Context: an optimization exercise on an open-source flow, tuned for small area and a short achievable clock period. The choices shown serve that exercise and are no tape-out recipe. In this exercise RTL edits were held to simulation tests only and were not proved equivalent to the original.

==> flow/design.v (outline; a module is shown in full before it is edited, if it fits) <==
// module coefficient_regs: 68 lines
// module state_chain: 22 lines
// module stage2_a: 132 lines
// module stage2_b: 255 lines
// module mul_cs: 1112 lines
// module iir_filter: 163 lines
module iir_filter (
	input  logic clk,
	input  logic rst,
	input  logic signed [14:0] data,
	input  logic data_en,
	input  logic wb_cyc,
	input  logic wb_stb,
	input  logic wb_we,
	input  logic [2:0] wb_adr,
	input  logic [31:0] wb_dat_i,
	output logic [31:0] wb_dat_o,
	output logic wb_ack,
	output logic signed [14:0] data_out,
	output logic data_out_en
);
  // ...
==> flow/flow/run.sh <==
#!/bin/bash
# The standard layout (standard.sh) with one placement option changed:
# the input and output ports are buffered with buf_2 cells instead of the
# cell buffer_ports picks by itself. The make output goes to standard.log;
# ORFS keeps each step's own log in orfs/logs.
set -o pipefail
export BUFFER_PORTS_ARGS="-buffer_cell sky130_fd_sc_hd__buf_2"
bash standard.sh finish > standard.log 2>&1
==> flow/standard.sh <==
#!/bin/bash
# synth_recipe.tcl (not shown) runs the flow's synth.tcl, then flattens the netlist and writes it again
# the make line also repeats each setting of config.mk as NAME=value (left out here)
make -C /OpenROAD-flow-scripts/flow DESIGN_CONFIG=/design/flow/config.mk WORK_HOME=/design/flow/orfs CLKGATE_MAP_FILE= SYNTH_SCRIPT=/design/flow/synth_recipe.tcl "${@:-finish}"
==> flow/config.mk <==
export PLATFORM = sky130hd
export DESIGN_NAME = iir_filter
export DESIGN_NICKNAME = iir_filter
export VERILOG_FILES = /design/flow/design.v
export SDC_FILE = /design/flow/constraint.sdc
export NUM_CORES = 4
export LEC_CHECK = 0
export CAP_MARGIN = 20
export CORE_MARGIN = 2
export CORE_UTILIZATION = 50
export CTS_CLUSTER_DIAMETER = 75
export CTS_CLUSTER_SIZE = 30
export SETUP_SLACK_MARGIN = 4.0
export SLEW_MARGIN = 20
==> flow/constraint.sdc <==
create_clock -name core_clock -period 8.0 [get_ports {clk}]
set_input_delay 1.6000 -clock core_clock [delete_from_list [all_inputs] [get_ports {clk}]]
set_output_delay 1.6000 -clock core_clock [all_outputs]
set_load 0.01 [all_outputs]
==> reports/results.tsv, run 1 <==
stage	metric	value	unit
outcome	status	no timing/DRC/antenna violations	
layout	clkbuf_count	31	
layout	inverters	464	
detailed_routing	met1Wirelength	35200	µm
layout	seq_share	29.9	%
layout	largest_class	multi-input gates	
global_routing	gr-usage-met2	43.8	%
sta	clock.fmax	0.254	GHz
cts	postCtsSetupBuffers	11	
global_routing	antenna_found_initial	6	
layout	clk_share	3.21	%
setup_path	r2r_start	s[1]	
global_routing	first_global_vias	21893	
layout	layout_commonest_cell	inv_1	
setup_path	worst_ep_arrival_time	2330	ps
detailed_routing	vias_per_cell	5.48	
die	coreArea	0.0592	mm²
yosys	yosysTopAreaCellShare	22.8	%
sta	setup_viol	0	
setup_path	path_delay_family	buffers and inverters	
cts	path_clk_slew	110	ps
place	place_ws	3470	ps
place	placed_area	0.0311	mm²
sta	rsz0062_at_grt	yes	
yosys	synth_largest_area_cell	fa_1	
layout	final_util	55.1	%
sta	finalClockSkew	49.6	ps
die	taps	773	
hold_path	holdPathStages	0	
yosys	synth-simple-area-share	12.5	%
==> run 2, diff against run 1 <==
--- a/flow/config.mk
+++ b/flow/config.mk
@@ -5,6 +5,7 @@
 export SDC_FILE = /design/flow/constraint.sdc
 export NUM_CORES = 4
 export LEC_CHECK = 0
+export ABC_AREA = 1
 export CAP_MARGIN = 20
 export CORE_MARGIN = 2
 export CORE_UTILIZATION = 50
==> run 2 against run 1 <==
Compared with the run above:
- still clean on timing, DRC and antenna
- global-route usage grew 1.0 points
- setup slack worse by 1.3 ps
- die area grew 1.1%
- sequential cell count unchanged
- fmax is essentially flat
- clock-buffer cell count is 4 higher
- final area up 0.30%
- synthesized cell count rose by 25%
- first-iteration DRC count is 8.3% lower
==> reports/results.tsv, run 2 <==
stage	metric	value	unit	change
yosys	yosysTopAreaCellShare	22.5	%	-0.25 points
yosys	syn_avg_cell_area	8.18	µm²	
layout	fillCellCount	5766		
detailed_routing	routedWlPerCell	18.6	µm	
layout	drive_gt1_share	10.5	%	
yosys	syn_area	0.0304	mm²	
detailed_routing	drc_errors	0		
layout	seqCellArea	0.00977	mm²	
detailed_routing	highest_layer	met5		
setup_path	critPathCaptureType	output port		
global_routing	grt_pass1_wl	132000	µm	
yosys	synth_edf_count	0		
detailed_routing	vias_per_cell	5.14		-6.2%
layout	multi_input_area	0.0167	mm²	
global_routing	grt_usage	27.5	%	
setup_path	required	6400	ps	
die	coreArea	0.0602	mm²	+1.7%
yosys	yosysMostFrequentCell	nand2_1		
place	gp_congestion	0.907		
setup_path	crit_fanout	20		
global_routing	antenna_found_initial	2		-4
yosys	synthTopCellsByArea	fa_1, dfrtp_1, nand2_1		
setup_path	path_class	flop to output port		
yosys	synthCells	3717		
die	io_pins	105		
global_routing	gr-total-overflow	0		
sta	drv_slew	0		
cts	ctsHoldBuffers	0		
layout	num-nets-final	4219		
layout	finalInstanceArea	0.0328	mm²	
place	dp_hpwl	60000	µm	
cts	clock_tree.buffer_depth	3		
detailed_routing	antenna_left	0		
place	dp.cells	4450		
flow_run	cap_violations	0		
sta	worstMarginPinSlew	999	ps	
place	placed_area	0.0314	mm²	+1.0%
sta	setup_viol	0		unchanged
yosys	synth_largest_area_cell	fa_1		
outcome	status	no timing/DRC/antenna violations		
sta	finalCritPeriodShare	49.2	%	
place	port-buffer-count	97		
die	die-area	0.0628	mm²	
yosys	synth.yosys.warnings	3		
cts	path_clk_slew	90	ps	-20 ps
yosys	async_reset_ff_share	66.6	%	
detailed_routing	routed_wl	84200	µm	
sta	slew_headroom	33.2	%	
detailed_routing	met2_length	39200	µm	
layout	syn2layout_area_growth	7.72	%	
yosys	synth_cell_type_count	54		
detailed_routing	met1Wirelength	36300	µm	+3.1%
sta	fin_setup_tns	0	ps	
setup_path	path_delay_family	buffers and inverters		
sta	hold_violations	0		
yosys	yosys-top-cells-count	nand2_1, inv_1, fa_1		
detailed_routing	dr.pass1.iters	7		
cts	cts_max_level	1		
cts	clock_sinks	410		
cts	cts-root-buf	clkbuf_16		
cts	cts_tree	built		
die	start_util	50.5	%	
hold_path	hold_class	flop to flop		
setup_path	path_cells	inv_2 -> nand3_4 -> inv_6 -> a221oi_1 -> nand4_1 -> buf_2		
setup_path	cp_slowest_cell	dfxtp_4		
setup_path	worst_ep_arrival_time	2340	ps	about the same
sta	finalClockSkew	35.0	ps	-14.6 ps
die	dieHeight	251	µm	
yosys	syn-num-nets	4222		
global_routing	grt_max_degree	162		
die	die_x	251	µm	
sta	fin_crit	3940	ps	
setup_path	slowest_delay	420	ps	
yosys	synth-seq-cells	410		
sta	setup_ws	4060	ps	
setup_path	cp-start-kind	flop		
setup_path	path_buf_inv	3		
yosys	synth_flop_cell	dfrtp_1		
layout	instances_no_fill	4522		
detailed_routing	drt_iter0_markers	1463		
layout	layout_commonest_cell	nand2_1		
detailed_routing	wl_met3	5990	µm	
cts	cts_made_buffers	30		
sta	rsz0062_at_grt	yes		
global_routing	first_global_vias	23432		+7.0%
yosys	ys_seq_area_share	31.9	%	
die	row_count	90		
sta	clock.fmax	0.254	GHz	about the same
place	place_ws	3690	ps	+224 ps
cts	clk_latency	630	ps	
detailed_routing	vias	23245		
layout	layout_common_cells	nand2_1, inv_1, fa_1		
[run 2: path summary, 6_finish.rpt]
check / cells after the start / from / endpoint / slack [ps]
hold / removal: 0 / s[3] / s[4] / 360
min in group asynchronous: 3 / rst / i_coefficient_regs.g_a1[13] / 1170
max in group asynchronous: 4 / rst / s[1] / 5390
setup reg to reg: 22 / wb[8] / pb_s[14] / 4160
setup / recovery: 6 / i_coefficient_regs.adr_q[0] / wb_dat_o[8] / 4060
hold reg to reg: 0 / s[3] / s[4] / 360
[run 2: cell type report]
cell class	count	area share (%)
diodes	2	0.0153
clock inverters	21	0.776
inverters	864	9.98
repair buffers	145	2.82
clock buffers	35	2.51
multi-input cells	2263	51.1
flip-flops and latches	410	29.8
well taps	782	2.99
[run 2: repair_timing]
action,4_1_cts,5_1_grt
endpoints found under the setup margin,71,33
setup buffers,6,8
pin swaps,5,5
gates resized for setup,36,35
[run 2: kinds of logic after synthesis]
| group | count (synthesis) | share of synthesized area (%) |
|---|---|---|
| adders and majority gates | 449 | 26.9 |
| DFF | 410 | 31.9 |
| xor gates and xnor gates | 58 | 1.67 |
| and+or+nand+nor | 1253 | 16.7 |
| buffers and inverters | 1044 | 13.4 |
| AOI/OAI and AO/OA | 503 | 9.47 |
[run 2: stage by stage]
step	utilization, %	hold WS, ps
floorplan	-	331
global placement	52.0	343
detailed placement	52.1	340
CTS	54.1	356
global route	54.4	369
finish	54.4	357
[run 2: metal layers]
layer	vias up	GRT usage (%)
met5	-	0
met4	2	8.88
met3	128	4.35
met2	700	45.0
met1	11307	37.4
li1	11108	-
==> run 3, diff against run 2 <==
--- a/flow/config.mk
+++ b/flow/config.mk
@@ -11,5 +11,5 @@
 export CORE_UTILIZATION = 50
 export CTS_CLUSTER_DIAMETER = 75
 export CTS_CLUSTER_SIZE = 30
-export SETUP_SLACK_MARGIN = 4.0
+export SETUP_SLACK_MARGIN = 4.2
 export SLEW_MARGIN = 20
==> run 3 against run 2 <==
Compared with the run above:
- sequential cell count is the same
- final area grew 3.5%
- first-iteration DRC count grew 15%
- worst hold slack gained 26 ps
- critical endpoint is now wb_dat_o[6]
- clock-buffer cell count shrank 5
==> reports/results.tsv, run 3 <==
stage	metric	value	unit	change
outcome	status	no timing/DRC/antenna violations		
sta	rsz0062_at_grt	yes		
detailed_routing	vias	23874		+2.7%
sta	slew_headroom	34.6	%	+1.4 points
cts	clock_sinks	410		unchanged
sta	finalClockSkew	36.9	ps	+1.91 ps
cts	cts-root-buf	clkbuf_16		
sta	finalCritPeriodShare	47.7	%	-1.5 points
flow_run	cap_violations	0		unchanged
layout	syn2layout_area_growth	11.5	%	
sta	fin_setup_tns	0	ps	unchanged
place	gp_congestion	0.905		-0.32%
sta	clock.fmax	0.262	GHz	+3.2%
sta	fin_crit	3810	ps	-123 ps
layout	fillCellCount	5624		-2.5%
setup_path	r2r_slack	4220	ps	+60 ps
die	dieHeight	251	µm	unchanged
detailed_routing	routed_wl	87900	µm	+4.4%
detailed_routing	drc_errors	0		unchanged
sta	setup_viol	0		unchanged
die	die_x	251	µm	unchanged
setup_path	path_delay_family	buffers and inverters		
yosys	yosysTopAreaCellShare	22.5	%	unchanged
yosys	syn_area	0.0304	mm²	unchanged
layout	num-nets-final	4289		+1.7%
layout	finalInstanceArea	0.0339	mm²	+3.5%
detailed_routing	antenna_left	0		unchanged
setup_path	worst_ep_arrival_time	2210	ps	-130 ps
setup_path	path_class	flop to output port		
setup_path	path_cells	inv_6 -> nand3_4 -> buf_12 -> inv_12 -> a221oi_2 -> nand4_1 -> buf_2		
sta	worstMarginPinSlew	978	ps	-20.4 ps
die	io_pins	105		unchanged
detailed_routing	routedWlPerCell	19.2	µm	+2.9%
global_routing	antenna_found_initial	1		-1
die	die-area	0.0628	mm²	unchanged
yosys	syn_avg_cell_area	8.18	µm²	unchanged
sta	drv_slew	0		unchanged
global_routing	grt_pass1_wl	135000	µm	+1.9%
detailed_routing	dr.pass1.iters	7		unchanged
setup_path	cp_slowest_cell	dfxtp_4		
sta	whs	383	ps	+25.9 ps
setup_path	cp-start-kind	flop		
place	placed_area	0.0314	mm²	about the same
cts	cts_made_buffers	28		-6.7%
layout	seqCellArea	0.00981	mm²	+0.41%
yosys	ys_seq_area_share	31.9	%	unchanged
yosys	synthCells	3717		unchanged
global_routing	first_global_vias	23376		-0.24%
yosys	yosys-top-cells-count	nand2_1, inv_1, fa_1		
yosys	yosysMostFrequentCell	nand2_1		
yosys	synthTopCellsByArea	fa_1, dfrtp_1, nand2_1		
cts	clk_latency	620	ps	about the same
sta	setup_ws	4190	ps	+123 ps
setup_path	crit_fanout	5		-75%
layout	antenna_cells	0		-2
die	coreArea	0.0602	mm²	unchanged
detailed_routing	vias_per_cell	5.20		+1.2%
cts	cts_max_level	1		unchanged
place	port-buffer-count	97		unchanged
setup_path	critPathCaptureType	output port		
yosys	synth_edf_count	0		unchanged
yosys	synth_largest_area_cell	fa_1		
yosys	async_reset_ff_share	66.6	%	unchanged
yosys	synth.yosys.warnings	3		unchanged
detailed_routing	drt_iter0_markers	1687		+15%
global_routing	grt_usage	27.9	%	+0.45 points
yosys	synth_cell_type_count	54		unchanged
layout	layout_common_cells	nand2_1, inv_1, fa_1		
yosys	syn-num-nets	4222		unchanged
hold_path	hold_class	flop to flop		
place	dp_hpwl	60200	µm	+0.27%
sta	hold_violations	0		unchanged
layout	multi_input_area	0.0170	mm²	+1.6%
layout	drive_gt1_share	13.9	%	+3.4 points
global_routing	gr-total-overflow	0		unchanged
place	place_ws	3320	ps	-369 ps
setup_path	required	6400	ps	about the same
cts	path_clk_slew	100	ps	about the same
setup_path	path_buf_inv	4		+1
layout	layout_commonest_cell	nand2_1		
setup_path	slowest_delay	430	ps	about the same
yosys	synth-seq-cells	410		unchanged
cts	cts_tree	built		
global_routing	grt_max_degree	165		+1.9%
die	row_count	90		unchanged
die	start_util	50.5	%	unchanged
yosys	synth_flop_cell	dfrtp_1		
cts	clock_tree.buffer_depth	3		unchanged
run 3: cell types whose count changed in the layout (fill, tap and decap cells not counted), sizes merged:
cell	delta
bufinv	-1
diode	-2
inv	+5
bufbuf	+1
clkbuf	+1
buf	+60
clkinvlp	+2
run 3: worst reg2reg max path, stage by stage, from the launching register on:
cell and delay, ps:
dfxtp_2 530, nand2_1 140, fa_1 560, fa_1 430, fa_1 490, inv_1 50, fa_1 390, fa_1 500
inv_1 50, fa_1 480, inv_1 50
run 3: final timing paths:
path                            depth (start not counted)                          end                   startpoint
worst max-delay path                                    7                  wb_dat_o[6]  i_coefficient_regs.adr_q[0]
worst min-delay path                                    0                         s[4]                         s[3]
worst min register to register                          0                         s[4]                         s[3]
worst max register to register                         10                     pa_s[11]                       ga[11]
min in group asynchronous                               2                         samp                          rst
max in group asynchronous                               4  i_coefficient_regs.g_a2[15]                          rst
run 3: cells by family (layout without fill, tap and decap cells):
logic type	count (synthesis)	in the layout	share of synthesized area, %
AND/OR/NAND/NOR	1253	1253	16.7
AO/OA/AOI/OAI	503	503	9.47
XOR/XNOR	58	58	1.67
flip-flops	410	410	31.9
adder cells (fa/ha/maj)	449	449	26.9
buffers and inverters	1044	1133	13.4
run 3: what timing repair did:
item	4_1_cts	5_1_grt
buffers inserted	25	51
hold endpoints to repair	0	0
cloned	5	6
pin swaps	9	27
hold buffers	0	0
resized for setup	97	114
endpoints found under the setup margin	101	66
run 3: layout make-up:
class | instances | share of cell area, %
multi-input cells | 2263 | 50.2
flip-flops and latches | 410 | 28.9
inverters | 864 | 9.74
repair buffers | 212 | 5.10
well taps | 782 | 2.89
clock buffers | 30 | 2.22
clock inverters | 22 | 0.812
repair inverters | 5 | 0.140
run 3: layer usage:
metal / GRT usage (%) / vias to the layer above / wire length (µm)
met3: 2.81 / 135 / 5790
met5: 0 / - / 0
met4: 7.77 / 0 / 2560
met2: 46.9 / 774 / 42200
met1: 38.6 / 11714 / 37300
li1: - / 11251 / -
run 3: metrics by stage:
step,cells,utilization (%)
3_3_place_gp,4448,52.0
3_5_place_dp,4449,52.0
4_1_cts,4531,54.7
2_1_floorplan,3717,-
6_report,4588,56.3
5_1_grt,4588,56.3
==> module coefficient_regs, before the edit <==
module coefficient_regs (
	input  logic clk,
	input  logic rst,
	input  logic wb_cyc,
	input  logic wb_stb,
	input  logic wb_we,
	input  logic [2:0] wb_adr,
	input  logic [31:0] wb_dat_i,
	output logic [31:0] wb_dat_o,
	output logic wb_ack,
	output logic wr,
	output logic [24:0] g_b0, g_b1, g_b2, g_b3, g_a1, g_a2, g_a3,
	output logic [24:0] n_b0, n_b1, n_b2, n_b3, n_a1, n_a2, n_a3
);
	logic ack_q;
	logic access;
	logic [24:0] rd_d;
	assign access = wb_cyc && wb_stb && !ack_q;
	assign wr = access && wb_we;
	always_ff @(posedge clk or posedge rst) begin
		if (rst) ack_q <= 1'b0;
		else ack_q <= access;
	end
	assign wb_ack = ack_q;
	assign n_b0 = (wr && wb_adr == 3'd0) ? wb_dat_i[24:0] : g_b0;
	assign n_b1 = (wr && wb_adr == 3'd1) ? wb_dat_i[24:0] : g_b1;
	assign n_b2 = (wr && wb_adr == 3'd2) ? wb_dat_i[24:0] : g_b2;
	assign n_b3 = (wr && wb_adr == 3'd3) ? wb_dat_i[24:0] : g_b3;
	assign n_a1 = (wr && wb_adr == 3'd4) ? wb_dat_i[24:0] : g_a1;
	assign n_a2 = (wr && wb_adr == 3'd5) ? wb_dat_i[24:0] : g_a2;
	assign n_a3 = (wr && wb_adr == 3'd6) ? wb_dat_i[24:0] : g_a3;
	always_ff @(posedge clk or posedge rst) begin
		if (rst) begin
			g_b0 <= iir_filter_pkg::rst_b0;
			g_b1 <= iir_filter_pkg::rst_b1;
			g_b2 <= iir_filter_pkg::rst_b2;
			g_b3 <= iir_filter_pkg::rst_b3;
			g_a1 <= iir_filter_pkg::rst_a1;
			g_a2 <= iir_filter_pkg::rst_a2;
			g_a3 <= iir_filter_pkg::rst_a3;
		end else begin
			g_b0 <= n_b0;
			g_b1 <= n_b1;
			g_b2 <= n_b2;
			g_b3 <= n_b3;
			g_a1 <= n_a1;
			g_a2 <= n_a2;
			g_a3 <= n_a3;
		end
	end
	logic [2:0] adr_q;
	always_ff @(posedge clk) begin
		adr_q <= wb_adr;
	end
	always_comb begin
		case (adr_q)
			3'd0: rd_d = g_b0;
			3'd1: rd_d = g_b1;
			3'd2: rd_d = g_b2;
			3'd3: rd_d = g_b3;
			3'd4: rd_d = g_a1;
			3'd5: rd_d = g_a2;
			3'd6: rd_d = g_a3;
			default: rd_d = '0;
		endcase
	end
	assign wb_dat_o = {{7{rd_d[24]}}, rd_d};
endmodule
==> run 4, diff against run 3 <==
--- a/flow/design.v
+++ b/flow/design.v
@@ -29,6 +29,7 @@
 );
 	logic ack_q;
 	logic access;
+	logic [24:0] rd_q;
 	logic [24:0] rd_d;
 	assign access = wb_cyc && wb_stb && !ack_q;
 	assign wr = access && wb_we;
@@ -63,12 +64,8 @@
 			g_a3 <= n_a3;
 		end
 	end
-	logic [2:0] adr_q;
-	always_ff @(posedge clk) begin
-		adr_q <= wb_adr;
-	end
 	always_comb begin
-		case (adr_q)
+		case (wb_adr)
 			3'd0: rd_d = g_b0;
 			3'd1: rd_d = g_b1;
 			3'd2: rd_d = g_b2;
@@ -78,8 +75,12 @@
 			3'd6: rd_d = g_a3;
 			default: rd_d = '0;
 		endcase
+		if (wb_we && wb_adr != 3'd7) rd_d = wb_dat_i[24:0];
+	end
+	always_ff @(posedge clk) begin
+		rd_q <= rd_d;
 	end
-	assign wb_dat_o = {{7{rd_d[24]}}, rd_d};
+	assign wb_dat_o = {{7{rd_q[24]}}, rd_q};
 endmodule
 `timescale 1ns/1ps
 module state_chain (
==> flow/config.mk (replaced) <==
export PLATFORM = sky130hd
export DESIGN_NAME = iir_filter
export DESIGN_NICKNAME = iir_filter
export VERILOG_FILES = /design/flow/design.v
export SDC_FILE = /design/flow/constraint.sdc
export NUM_CORES = 4
export LEC_CHECK = 0
export CAP_MARGIN = 20
export CORE_MARGIN = 2
export CORE_UTILIZATION = 50
export SETUP_SLACK_MARGIN = 4.0
export SLEW_MARGIN = 20
==> run 4 against run 3 <==
Compared with the run above:
- largest cell class unchanged
- clock-buffer cell count up 33
- first-iteration DRC count down 26%
- still clean on timing, DRC and antenna
- final area down 1.2%
- critical path type is now flop to flop
- highest routed layer unchanged
==> reports/results.tsv, run 4 <==
stage	metric	value	unit	change
yosys	synthTopCellsByArea	fa_1, dfrtp_1, dfxtp_1		
sta	rsz0062_at_grt	yes		
cts	clock_tree.buffer_depth	3		unchanged
sta	clock.fmax	0.254	GHz	-3.0%
setup_path	cp_slowest_cell	dfrtp_4		
die	coreArea	0.0602	mm²	unchanged
setup_path	required	8460	ps	+2060 ps
cts	ctsHoldBuffers	0		unchanged
detailed_routing	dr.pass1.iters	5		-2
place	gp_congestion	0.857		-5.3%
global_routing	grt_usage	26.6	%	-1.3 points
yosys	synth-seq-cells	432		+5.4%
hold_path	hold_class	flop to flop		
yosys	yosysMostFrequentCell	inv_1		
setup_path	slowest_delay	550	ps	+120 ps
setup_path	cp-start-kind	flop		
sta	drv_slew	0		unchanged
global_routing	antenna_found_initial	1		unchanged
die	io_pins	105		unchanged
yosys	yosys-top-cells-count	inv_1, fa_1, nand2_1		
layout	num-nets-final	3494		-19%
setup_path	crit_fanout	6		+1
yosys	ys_seq_area_share	33.3	%	+1.4 points
cts	cts_tree	built		
yosys	async_reset_ff_share	63.2	%	-3.4 points
cts	cts_made_buffers	49		+75%
yosys	synth.yosys.warnings	3		unchanged
flow_run	cap_violations	0		unchanged
setup_path	path_cells	nand2b_4 -> fa_1 -> inv_1 -> fa_1 -> inv_1 -> fa_1 -> inv_2 -> ha_1 -> a211oi_2 -> o21ai_2 -> a21oi_2 -> a21oi_2 -> and4b_1 -> a311oi_4 -> a21oi_1		
detailed_routing	routed_wl	81100	µm	-7.7%
yosys	synth_largest_area_cell	fa_1		
yosys	syn-num-nets	3461		-18%
cts	cts_max_level	2		+1
setup_path	path_buf_inv	3		-1
sta	worstMarginPinSlew	1040	ps	+65.0 ps
layout	syn2layout_area_growth	9.93	%	
yosys	syn_avg_cell_area	10.3	µm²	+26%
setup_path	worst_ep_arrival_time	4390	ps	+2180 ps
global_routing	grt_pass1_wl	128000	µm	-4.7%
detailed_routing	vias	20902		-12%
sta	fin_crit	3930	ps	+118 ps
layout	drive_gt1_share	21.1	%	+7.2 points
setup_path	path_common_cell	fa_1		
die	die-area	0.0629	mm²	+0.19%
yosys	synth_edf_count	0		unchanged
sta	slew_headroom	30.4	%	-4.1 points
detailed_routing	drc_errors	0		unchanged
cts	cts-root-buf	clkbuf_16		
layout	final_util	55.6	%	-0.66 points
outcome	status	no timing/DRC/antenna violations		
global_routing	first_global_vias	22852		-2.2%
yosys	yosysTopAreaCellShare	22.5	%	-0.044 points
layout	layout_commonest_cell	inv_1		
place	place_ws	3280	ps	-46.7 ps
sta	fin_setup_tns	0	ps	unchanged
die	die_x	251	µm	about the same
detailed_routing	drt_iter0_markers	1256		-26%
detailed_routing	antenna_left	0		unchanged
yosys	synth_flop_cell	dfrtp_1		
detailed_routing	vias_per_cell	5.48		+5.3%
place	dp.cells	3706		-17%
place	port-buffer-count	97		unchanged
yosys	synthCells	2956		-20%
cts	path_clk_slew	60	ps	-40 ps
detailed_routing	routedWlPerCell	21.3	µm	+11%
sta	setup_ws	4070	ps	-118 ps
sta	setup_viol	0		unchanged
setup_path	critPathCaptureType	flop		
sta	hold_violations	0		unchanged
place	dp_hpwl	56300	µm	-6.4%
die	start_util	50.6	%	+0.10 points
global_routing	gr-total-overflow	0		unchanged
layout	layout_common_cells	inv_1, fa_1, nand2_1		
yosys	synth_cell_type_count	64		+19%
global_routing	grt_max_degree	154		-6.7%
die	dieHeight	251	µm	about the same
setup_path	path_delay_family	adder cells		
layout	instances_no_fill	3813		-17%
cts	clock_sinks	432		+5.4%
setup_path	path_class	flop to flop		
die	row_count	90		unchanged
yosys	syn_area	0.0305	mm²	+0.20%
sta	finalClockSkew	43.3	ps	+6.36 ps
sta	finalCritPeriodShare	49.1	%	+1.5 points
cts	clk_latency	630	ps	about the same
[run 4: worst paths after layout]
| kind | startpoint | cells after the start | end | slack (ps) |
|---|---|---|---|---|
| setup reg to reg | s[1] | 15 | num[13] | 4070 |
| hold reg to reg | s[3] | 0 | s[4] | 350 |
| min in group asynchronous | rst | 3 | i_coefficient_regs.g_a1[22] | 1140 |
| setup / recovery | s[1] | 15 | num[13] | 4070 |
| max in group asynchronous | rst | 4 | i_coefficient_regs.g_b3[5] | 5420 |
| hold / removal | s[3] | 0 | s[4] | 350 |
[run 4: layout make-up]
| cell class | count | area, µm² |
|---|---|---|
| flip-flops and latches | 432 | 10200 |
| well taps | 782 | 978 |
| clock inverters | 29 | 295 |
| fillers | 5269 | 26800 |
| repair buffers | 138 | 826 |
| diodes | 1 | 2.50 |
| inverters | 470 | 1770 |
| multi-input cells | 1898 | 18100 |
| clock buffers | 63 | 1360 |
[run 4: what timing repair did]
| action | CTS | global route |
|---|---|---|
| pin swaps | 10 | 14 |
| endpoints found under the setup margin | 42 | 25 |
| resized for setup | 31 | 43 |
| cloned | 0 | 0 |
| setup buffers | 8 | 6 |
[run 4: metal layers]
metal | share of wire, % | track usage, % | up-vias
li1 | - | - | 9393
met3 | 4.6 | 3.46 | 197
met2 | 50 | 46.1 | 549
met4 | 4.1 | 11.2 | 0
met1 | 41 | 33.5 | 10763
met5 | 0 | 0 | -
[run 4: logic make-up after synthesis]
kind of cell,share of synthesized area (%)
flip-flops,33.3
multiplexers,10.1
buffers and inverters,7.96
adder cells (fa/ha/maj),26.9
XOR/XNOR,2.82
AO/OA/AOI/OAI,7.09
AND/OR/NAND/NOR,11.9
[run 4: through the flow]
step	cell area [µm²]	hold slack, ps
final	33500	348
after global routing	33500	358
after CTS	33300	351
after detailed placement	31500	337
after global placement	31500	332
after floorplan	30500	331
==> run 5, diff against run 4 <==
--- a/flow/design.v
+++ b/flow/design.v
@@ -29,7 +29,6 @@
 );
 	logic ack_q;
 	logic access;
-	logic [24:0] rd_q;
 	logic [24:0] rd_d;
 	assign access = wb_cyc && wb_stb && !ack_q;
 	assign wr = access && wb_we;
@@ -64,8 +63,12 @@
 			g_a3 <= n_a3;
 		end
 	end
+	logic [2:0] adr_q;
+	always_ff @(posedge clk) begin
+		adr_q <= wb_adr;
+	end
 	always_comb begin
-		case (wb_adr)
+		case (adr_q)
 			3'd0: rd_d = g_b0;
 			3'd1: rd_d = g_b1;
 			3'd2: rd_d = g_b2;
@@ -75,12 +78,8 @@
 			3'd6: rd_d = g_a3;
 			default: rd_d = '0;
 		endcase
-		if (wb_we && wb_adr != 3'd7) rd_d = wb_dat_i[24:0];
-	end
-	always_ff @(posedge clk) begin
-		rd_q <= rd_d;
 	end
-	assign wb_dat_o = {{7{rd_q[24]}}, rd_q};
+	assign wb_dat_o = {{7{rd_d[24]}}, rd_d};
 endmodule
 `timescale 1ns/1ps
 module state_chain (
==> flow/flow/run.sh (replaced) <==
#!/bin/bash
# The standard layout (standard.sh) with two options changed:
#  - the input and output ports are buffered with buf_2 cells instead of
#    the cell buffer_ports picks by itself
#  - clock tree synthesis inserts no dummy loads (-dont_use_dummy_load);
#    the sink clustering limits are those of config.mk
# The make output goes to standard.log; ORFS keeps each step's own log in
# orfs/logs.
set -o pipefail
export BUFFER_PORTS_ARGS="-buffer_cell sky130_fd_sc_hd__buf_2"
bash standard.sh "CTS_ARGS=-sink_clustering_enable -repair_clock_nets -dont_use_dummy_load -sink_clustering_size 30 -sink_clustering_max_diameter 60" finish > standard.log 2>&1
--- a/flow/config.mk
+++ b/flow/config.mk
@@ -8,5 +8,7 @@
 export CAP_MARGIN = 20
 export CORE_MARGIN = 2
 export CORE_UTILIZATION = 50
+export CTS_CLUSTER_DIAMETER = 60
+export CTS_CLUSTER_SIZE = 30
 export SETUP_SLACK_MARGIN = 4.0
 export SLEW_MARGIN = 20
==> run 5 against run 4 <==
Compared with the run above:
- clock skew grew 37 ps
- largest cell class unchanged
- final cell count shrank 1.0%
- worst hold slack lost 4.7 ps
- sequential share of layout area shrank 0.51 points
- critical endpoint is now num[11]
- area after synthesis shrank 1.3%
- via count shrank 0.58%
- setup slack lost 71 ps
- still clean on timing, DRC and antenna
- sequential cell count shrank 22
- first-iteration DRC count grew 14%
==> reports/results.tsv, run 5 <==
stage	metric	value	unit	change
cts	ctsHoldBuffers	0		unchanged
flow_run	cap_violations	0		unchanged
cts	clk_latency	590	ps	-40 ps
die	row_count	89		-1.1%
global_routing	grt_pass1_wl	128000	µm	-0.64%
hold_path	holdPathStages	0		unchanged
global_routing	first_global_vias	22011		-3.7%
yosys	yosysMostFrequentCell	inv_1		
place	port-buffer-count	97		unchanged
cts	clock_tree.buffer_depth	3		unchanged
yosys	synth-seq-cells	410		-5.1%
die	die-area	0.0621	mm²	-1.3%
detailed_routing	antenna_left	0		unchanged
setup_path	r2r_start	s[1]		
setup_path	critPathCaptureType	flop		
yosys	synth_flop_cell	dfrtp_1		
layout	fillCellCount	5312		+0.82%
global_routing	antenna_found_initial	6		+5
setup_path	timing.rr.end	num[11]		
yosys	ys_seq_area_share	32.2	%	-1.0 points
detailed_routing	routed_wl	81500	µm	+0.49%
setup_path	path_cells	buf_6 -> buf_16 -> nor2_1 -> ha_1 -> fa_1 -> fa_1 -> ha_1 -> a21oi_1 -> o21ai_1 -> a21o_1 -> a221oi_2 -> xnor2_2 -> mux2_2		
die	coreArea	0.0592	mm²	-1.7%
global_routing	grt_use_met1	36.6	%	+3.0 points
yosys	synth.yosys.warnings	3		unchanged
layout	layout_common_cells	inv_1, fa_1, nand2_1		
sta	clock.fmax	0.250	GHz	-1.8%
layout	drive_gt1_share	19.9	%	-1.3 points
yosys	synthTopCellsByArea	fa_1, dfrtp_1, dfxtp_1		
setup_path	crit_start	s[1]		
sta	setup_viol	0		unchanged
layout	syn2layout_area_growth	8.45	%	
yosys	yosys-top-cells-count	inv_1, fa_1, nand2_1		
global_routing	grt_usage	26.7	%	+0.096 points
setup_path	path_delay_family	adder cells		
sta	finalClockSkew	80.6	ps	+37.3 ps
cts	cts_tree	built		
global_routing	met3_usage	3.65	%	+0.19 points
cts	cts-root-buf	clkbuf_16		
yosys	synth_largest_area_cell	fa_1		
detailed_routing	drc_errors	0		unchanged
hold_path	hp-start	s[3]		
global_routing	gr-total-overflow	0		unchanged
setup_path	r2r_slack	4000	ps	-70 ps
sta	rsz0062_at_grt	yes		
global_routing	grt_max_degree	169		+9.7%
yosys	syn_avg_cell_area	10.1	µm²	-1.7%
global_routing	gr-usage-met2	44.0	%	-2.1 points
layout	num-nets-final	3507		+0.37%
hold_path	holdPathEnd	s[4]		
layout	finalInstanceArea	0.0326	mm²	-2.6%
layout	instances_no_fill	3774		-1.0%
setup_path	r2r_cells	13		-2
setup_path	path_buf_inv	2		-1
hold_path	hold_class	flop to flop		
place	placed_area	0.0311	mm²	-1.5%
detailed_routing	vias	20781		-0.58%
yosys	async_reset_ff_share	66.6	%	+3.4 points
place	dp.cells	3702		-0.11%
detailed_routing	routedWlPerCell	21.6	µm	+1.5%
die	dieHeight	249	µm	-0.64%
sta	worstMarginPinSlew	1100	ps	+60.6 ps
yosys	yosysTopAreaCellShare	22.8	%	+0.30 points
cts	cts_max_level	2		unchanged
cts	cts_made_buffers	37		-24%
yosys	syn-num-nets	3472		+0.32%
setup_path	worst_ep_arrival_time	4380	ps	about the same
die	io_pins	105		unchanged
die	start_util	50.8	%	+0.18 points
setup_path	cp_slowest_cell	fa_1		
sta	fin_setup_tns	0	ps	unchanged
detailed_routing	drt_iter0_markers	1428		+14%
setup_path	slowest_delay	530	ps	-20 ps
sta	fin_crit	4000	ps	+70.6 ps
layout	layout_commonest_cell	inv_1		
sta	finalCritPeriodShare	50.0	%	+0.88 points
cts	path_clk_slew	90	ps	+30 ps
setup_path	crit_fanout	21		+15
die	die_x	249	µm	-0.64%
global_routing	grt_busiest_layer	met2		
place	gp_congestion	0.884		+3.1%
place	dp_hpwl	55900	µm	-0.70%
sta	hold_violations	0		unchanged
yosys	synthCells	2967		+0.37%
sta	slew_headroom	26.0	%	-4.4 points
detailed_routing	vias_per_cell	5.51		+0.45%
setup_path	cp-start-kind	flop		
outcome	status	no timing/DRC/antenna violations		
setup_path	required	8380	ps	-80 ps
yosys	syn_area	0.0301	mm²	-1.3%
cts	clock_sinks	410		-5.1%
sta	drv_slew	0		unchanged
yosys	synth_edf_count	0		unchanged
yosys	synth_cell_type_count	70		+9.4%
setup_path	path_class	flop to flop		
detailed_routing	dr.pass1.iters	5		unchanged
==> run 5: what timing repair did <==
action | in CTS | in global routing
setup buffers | 15 | 16
endpoints found under the hold margin | 0 | 0
setup endpoints to repair | 66 | 51
pin swaps | 6 | 15
resized for setup | 49 | 46
gates cloned | 2 | 1
==> run 5: cells by family (layout without fill, tap and decap cells) <==
logic type / Yosys count / after routing / synth area share, %
other cells: 0 / 1 / 0
flops: 410 / 410 / 32.2
fa+ha+maj: 449 / 449 / 27.2
mux: 270 / 270 / 10.5
xor+xnor: 88 / 88 / 2.56
simple gates: 792 / 792 / 12.5
buf+inv: 624 / 657 / 8.09
compound gates: 334 / 334 / 6.88
==> run 5: worst max path at each step <==
stage | cells after the start | end | slack [ps]
detailed placement | 11 | num[9] | 3470
global route | 13 | num[11] | 3890
CTS | 14 | num[11] | 3990
global placement | 12 | den[11] | 3540
finish | 13 | num[11] | 4000
floorplan | 1 | den[0] | 2870
==> run 5: per-layer routing <==
layer,up-vias,part of all wire (%)
li1,9354,-
met3,170,5.7
met1,10625,43
met2,624,48
met5,-,0.059
met4,8,3.1
==> run 5: area by class of cell <==
class | count | area [µm²] | area share (%)
multi-input cells | 1933 | 18100 | 55.5
flip-flops and latches | 410 | 9750 | 29.9
inverters | 464 | 1750 | 5.35
repair buffers | 156 | 1100 | 3.38
well taps | 773 | 967 | 2.97
clock buffers | 37 | 926 | 2.84
diodes | 1 | 2.50 | 0.00767
==> run 5: metrics by stage <==
stage	worst slack (ps)	hold WS [ps]	util, %
finish	4000	343	55.0
global route	3890	364	55.0
CTS	3990	346	54.6
detailed placement	3470	335	52.4
global placement	3540	332	52.4
floorplan	2870	331	-

-- what the ideal ports hide --
In the flow no input, the clock included, has a driving cell. The finished layouts below were timed again as built, in two steps. Step 1, drivers: a clkbuf_16 drives clk and a buf_2 each remaining input, both assumed. Step 2 adds t to the input delays and takes it off the output delays; t is the mean of the earliest and latest rising clock arrival at the registers after step 1. Input paths then give back, and output paths get back, about the clock's delay inside the block. a / b / c = ideal ports / drivers / drivers and shift; a / b = the first two.
run	t (ns)	setup slack, ns	cell pins on the clock port's net
run 1	0.660	4.065 / 3.999 / 3.724	1
run 2	0.677	4.064 / 3.998 / 3.843	1
run 3	0.667	4.187 / 4.116 / 4.012	1
run 4	0.671	4.069 / 4.069 / 3.560	1
run 5	0.607	3.998 / 3.991 / 3.691	1
After both steps every run listed still meets setup and hold. The setup slack of run 4, which loses most, moves by 0.000 ns with the drivers and by -0.509 ns with both steps.
